What follows belongs to an exercise in optimizing a design on an open flow for small area, a short achievable clock period and few clock cycles per item; a production flow would make more cautious choices. At most, simulation tests tie the RTL to the original design; equivalence was not proved. Power figures rest on the tool's default switching activity, not on a simulated workload.

branch willow:
// proc_core_param
module proc_core_param #(
    parameter int DATA_W = 16,
    parameter int NREG   = 16,
    parameter int PC_W   = 8
) (
    input  logic                    clk,
    input  logic                    rst,
    input  logic                    run,
    output logic [PC_W-1:0]         imem_addr,
    input  logic [DATA_W-1:0]       imem_data,
    input  logic [$clog2(NREG)-1:0] dbg_sel,
    output logic [DATA_W-1:0]       dbg_data,
    output logic                    done,
    output logic                    halted,
    output logic                    zero_flag,
    output logic                    carry_flag,
    output logic                    illegal
);
    localparam int RA_W = $clog2(NREG);
    localparam logic [3:0] OP_NOP  = 4'd0;
    localparam logic [3:0] OP_LDI  = 4'd1;
    localparam logic [3:0] OP_MOV  = 4'd2;
    localparam logic [3:0] OP_ADD  = 4'd3;
    localparam logic [3:0] OP_SUB  = 4'd4;
    localparam logic [3:0] OP_JZ   = 4'd5;
    localparam logic [3:0] OP_HALT = 4'd6;
    logic [PC_W-1:0]              fa;
    logic                         dv;
    logic                         ir_v;
    logic [3:0]                   ir_op;
    logic [RA_W-1:0]              ir_rx;
    logic [DATA_W-1:0]            opa, opb, opa_d, opb_d;
    logic                         ir_tk;
    logic [NREG-1:0][DATA_W-1:0]  regs;
    logic [NREG-1:0]              valid, wrow;
    logic [3:0]                   d_op;
    logic [RA_W-1:0]              d_rx, d_ry;
  ...
Size in the first run: about 330 flip-flops, roughly 52 I/O pins, roughly 18000 um^2 of cells after synthesis.
==> module proc_core_param_rdmux, before the edit <==
module proc_core_param_rdmux #(
    parameter int N = 16,
    parameter int W = 16
) (
    input  logic [N-1:0]   oh,
    input  logic [N*W-1:0] r,
    output logic [W-1:0]   q
);
    always_comb begin
        q = '0;
        for (int i = 0; i < N; i++) q = q | (r[i*W +: W] & {W{oh[i]}});
    end
endmodule
==> flow/config.mk <==
export PLATFORM = sky130hd
export DESIGN_NAME = proc_core_param
export DESIGN_NICKNAME = proc_core_param
export VERILOG_FILES = /design/flow/design.v
export SDC_FILE = /design/flow/constraint.sdc
export NUM_CORES = 4
export LEC_CHECK = 0
export CAP_MARGIN = 20
export CORE_MARGIN = 2
export CORE_UTILIZATION = 50
export CTS_CLUSTER_DIAMETER = 100
export CTS_CLUSTER_SIZE = 20
export SETUP_SLACK_MARGIN = 2.0
export SLEW_MARGIN = 20
export SYNTH_HIERARCHICAL = 1
export SYNTH_MINIMUM_KEEP_SIZE = 0
==> flow/constraint.sdc <==
create_clock -name core_clock -period 6.0 [get_ports {clk}]
set_input_delay 1.2000 -clock core_clock [delete_from_list [all_inputs] [get_ports {clk}]]
set_output_delay 1.2000 -clock core_clock [all_outputs]
set_load 0.01 [all_outputs]
run.sh (not shown) runs the stock make flow with config.mk's settings and CLKGATE_MAP_FILE= SYNTH_SCRIPT=/design/flow/synth_recipe.tcl, a recipe that flattens the netlist after the stock synthesis.
branch willow ran to completion and came out clean on the timing, design-rule and antenna checks.
Testbench counts of branch willow, summed over its fixed seeds: cycles 21,661, instrs 15,299.
Edits applied to the flow inputs when going from branch willow to branch tundra:
-- flow/design.v --
<<< branch willow, line 149
    output logic [W-1:0]   q
);
    always_comb begin
        q = '0;
        for (int i = 0; i < N; i++) q = q | (r[i*W +: W] & {W{oh[i]}});
    end
endmodule
>>> branch tundra, line 149
    output logic [W-1:0]   q
);
    for (genvar j = 0; j < W; j++) begin : g_bit
        logic [7:0] rlo, rhi;
        logic       ulo, uhi;
        for (genvar m = 0; m < 8; m++) begin : g_col
            assign rlo[m] = r[m*W + j];
            assign rhi[m] = r[(m+8)*W + j];
        end
        proc_core_param_ao8 u_lo (.s(oh[7:0]),  .d(rlo), .y(ulo));
        proc_core_param_ao8 u_hi (.s(oh[15:8]), .d(rhi), .y(uhi));
        assign q[j] = ulo | uhi;
    end
endmodule
module proc_core_param_ao8 (
    input  logic [7:0] s,
    input  logic [7:0] d,
    output logic       y
);
    assign y = |(s & d);
endmodule
## What came out
Relative to branch willow, met3 wirelength from detailed routing has gone up in branch tundra.
Going from branch willow to branch tundra, number of tap instances decreased 7, number of nets in the finished design increased 5.7%, number of cells produced by synthesis decreased 28, number of antenna violations at the first check in global routing decreased 2.
[compare] base=branch willow new=branch tundra: die area decreased by 4.2% relative to the old numbers, total number of vias increased by about 2.6% relative to the old numbers.
No functional check of the RTL was part of branch tundra.

---

proc_core_param, a different RTL version from the one above (not shown whole).
For scale: about 1600 cells after synthesis, about 52 I/O pins.
==> module proc_core_param, before the edit <==
module proc_core_param #(
    parameter int DATA_W = 16,
    parameter int NREG   = 16,
    parameter int PC_W   = 8
) (
    input  logic                    clk,
    input  logic                    rst,
    input  logic                    run,
    output logic [PC_W-1:0]         imem_addr,
    input  logic [DATA_W-1:0]       imem_data,
    input  logic [$clog2(NREG)-1:0] dbg_sel,
    output logic [DATA_W-1:0]       dbg_data,
    output logic                    done,
    output logic                    halted,
    output logic                    zero_flag,
    output logic                    carry_flag,
    output logic                    illegal
);
    localparam int RA_W = $clog2(NREG);
    localparam logic [3:0] OP_NOP  = 4'd0;
    localparam logic [3:0] OP_LDI  = 4'd1;
    localparam logic [3:0] OP_MOV  = 4'd2;
    localparam logic [3:0] OP_ADD  = 4'd3;
    localparam logic [3:0] OP_SUB  = 4'd4;
    localparam logic [3:0] OP_JZ   = 4'd5;
    localparam logic [3:0] OP_HALT = 4'd6;
    logic [PC_W-1:0]              fa;
    logic                         dv;
    logic                         ir_v;
    logic [3:0]                   ir_op;
    logic [RA_W-1:0]              ir_rx, ir_ry;
    logic [NREG-1:0][DATA_W-1:0]  regs;
    logic                         ir_tk;
    logic [NREG-1:0]              rzero;
    logic                         we, wzero, d_zero;
    logic [3:0]                   d_op;
    logic                         two_word, ex, first, d_halt, taken, go;
    logic [DATA_W-1:0]            a, b, wdata;
    logic [DATA_W:0]              s;
    logic                         sub;
    assign d_op     = imem_data[DATA_W-1 -: 4];
    assign two_word = (ir_op == OP_LDI) || (ir_op == OP_JZ);
    assign ex       = ir_v && (!two_word || dv);
    assign first    = dv && !(ir_v && two_word);
    assign d_halt   = first && (d_op == OP_HALT);
    assign go       = run && !halted;
    assign a = regs[ir_rx];
    assign b = regs[ir_ry];
    assign taken     = ir_v && dv && ir_tk;
    assign imem_addr = taken ? imem_data[PC_W-1:0] : fa;
    assign sub   = (ir_op == OP_SUB);
    assign s     = {1'b0, a} + {1'b0, b ^ {DATA_W{sub}}} + {{DATA_W{1'b0}}, sub};
    assign wdata = (ir_op == OP_LDI) ? imem_data : (ir_op == OP_MOV) ? b : s[DATA_W-1:0];
    assign dbg_data = regs[dbg_sel];
    always_comb
        for (int i = 0; i < NREG; i++) rzero[i] = (regs[i] == '0);
    assign we     = ex && (ir_op == OP_LDI || ir_op == OP_MOV || ir_op == OP_ADD || ir_op == OP_SUB);
    assign wzero  = (wdata == '0);
    assign d_zero = (we && ir_rx == imem_data[DATA_W-5 -: RA_W]) ? wzero
                                                                 : rzero[imem_data[DATA_W-5 -: RA_W]];
    always_ff @(posedge clk or posedge rst) begin
        if (rst) begin
            fa    <= '0;
            dv    <= 1'b0;
            ir_v  <= 1'b0;
            ir_op <= '0;
            ir_rx <= '0;
            ir_ry <= '0;
            ir_tk <= 1'b0;
        end else if (go) begin
            dv <= 1'b1;
            fa <= imem_addr + 1'b1;
            if (first) begin
                ir_v  <= !d_halt;
                ir_op <= d_op;
                ir_rx <= imem_data[DATA_W-5 -: RA_W];
                ir_ry <= imem_data[DATA_W-5-RA_W -: RA_W];
                ir_tk <= (d_op == OP_JZ) && d_zero;
            end else if (ex) begin
                ir_v <= 1'b0;
            end
        end else begin
            dv <= 1'b0;
            fa <= fa - {{(PC_W-1){1'b0}}, dv};
        end
    end
    always_ff @(posedge clk or posedge rst) begin
        if (rst) begin
            regs       <= '0;
            done       <= 1'b0;
            halted     <= 1'b0;
            zero_flag  <= 1'b0;
            carry_flag <= 1'b0;
            illegal    <= 1'b0;
        end else begin
            done <= go && ex;
            if (go) begin
                if (d_halt) halted <= 1'b1;
                if (ex) begin
                    case (ir_op)
                        OP_NOP, OP_JZ: ;
                        OP_LDI, OP_MOV: regs[ir_rx] <= wdata;
                        OP_ADD, OP_SUB: begin
                            regs[ir_rx] <= wdata;
                            zero_flag   <= (s[DATA_W-1:0] == '0);
                            carry_flag  <= s[DATA_W] ^ sub;
                        end
                        default: illegal <= 1'b1;
                    endcase
                end
            end
        end
    end
endmodule
clock: 6.0 ns
lec_check: 0
cap_margin: 20
core_margin: 2
core_utilization: 50
setup_slack_margin: 2.5
slew_margin: 20
Next try:
--- a/flow/design.v
+++ b/flow/design.v
@@ -31,7 +31,4 @@
     logic [RA_W-1:0]              ir_rx, ir_ry;
     logic [NREG-1:0][DATA_W-1:0]  regs;
-    logic                         ir_tk;
-    logic [NREG-1:0]              rzero;
-    logic                         we, wzero, d_zero;
     logic [3:0]                   d_op;
     logic                         two_word, ex, first, d_halt, taken, go;
@@ -47,5 +44,5 @@
     assign a = regs[ir_rx];
     assign b = regs[ir_ry];
-    assign taken     = ir_v && dv && ir_tk;
+    assign taken     = ir_v && dv && (ir_op == OP_JZ) && (a == '0);
     assign imem_addr = taken ? imem_data[PC_W-1:0] : fa;
     assign sub   = (ir_op == OP_SUB);
@@ -53,10 +50,4 @@
     assign wdata = (ir_op == OP_LDI) ? imem_data : (ir_op == OP_MOV) ? b : s[DATA_W-1:0];
     assign dbg_data = regs[dbg_sel];
-    always_comb
-        for (int i = 0; i < NREG; i++) rzero[i] = (regs[i] == '0);
-    assign we     = ex && (ir_op == OP_LDI || ir_op == OP_MOV || ir_op == OP_ADD || ir_op == OP_SUB);
-    assign wzero  = (wdata == '0);
-    assign d_zero = (we && ir_rx == imem_data[DATA_W-5 -: RA_W]) ? wzero
-                                                                 : rzero[imem_data[DATA_W-5 -: RA_W]];
     always_ff @(posedge clk or posedge rst) begin
         if (rst) begin
@@ -67,5 +58,4 @@
             ir_rx <= '0;
             ir_ry <= '0;
-            ir_tk <= 1'b0;
         end else if (go) begin
             dv <= 1'b1;
@@ -76,5 +66,4 @@
                 ir_rx <= imem_data[DATA_W-5 -: RA_W];
                 ir_ry <= imem_data[DATA_W-5-RA_W -: RA_W];
-                ir_tk <= (d_op == OP_JZ) && d_zero;
             end else if (ex) begin
                 ir_v <= 1'b0;
What happened: The new run ran to the end with no violations; total power goes up by well over a third; routed wire length went down by roughly a tenth; clock skew stays flat; maximum frequency is lower by roughly a tenth; sequential power increases by about a fifth; global-route usage drops by 4.4 points; clock-buffer cell count grows by 4; hold slack improves by 0.0064 ns; worst setup slack is worse by 0.46 ns; die area came out lower by a few percent.
Testbench counts after the change, summed over its fixed seeds: cycles 21,661, instrs 15,299.
The RTL of the first run of this note was laid out without a check of its function.

==> afterwards: timing with drivers on the ports <==
In the flow no input, the clock included, has a driving cell. The finished layouts below were timed again as built, in two steps. Step 1, drivers: a clkbuf_16 drives clk and a buf_2 each remaining input, both assumed. Step 2 moves the port delays by t, midway between the first and last clock arrival at a register: inputs arrive t later, outputs are due t later. That takes back most of the time a late clock gives input paths. a / b / c = ideal ports / drivers / drivers and shift; a / b = the first two.
run	t, ns	slack for setup (ns)	worst slew at a driven data input, ns
branch willow	0.582	2.014 / 1.989 / 1.473	0.04
branch tundra	0.584	1.947 / 1.899 / 1.415	0.08
the first run of note 2	0.609	1.539 / 1.539 / 1.520	0.22
the second run of note 2	0.612	1.077 / 1.021 / 1.113	0.32
After both steps every run listed still meets setup and hold. For branch willow, which loses most, drivers alone change the setup slack by -0.025 ns; drivers and shift together by -0.541 ns.
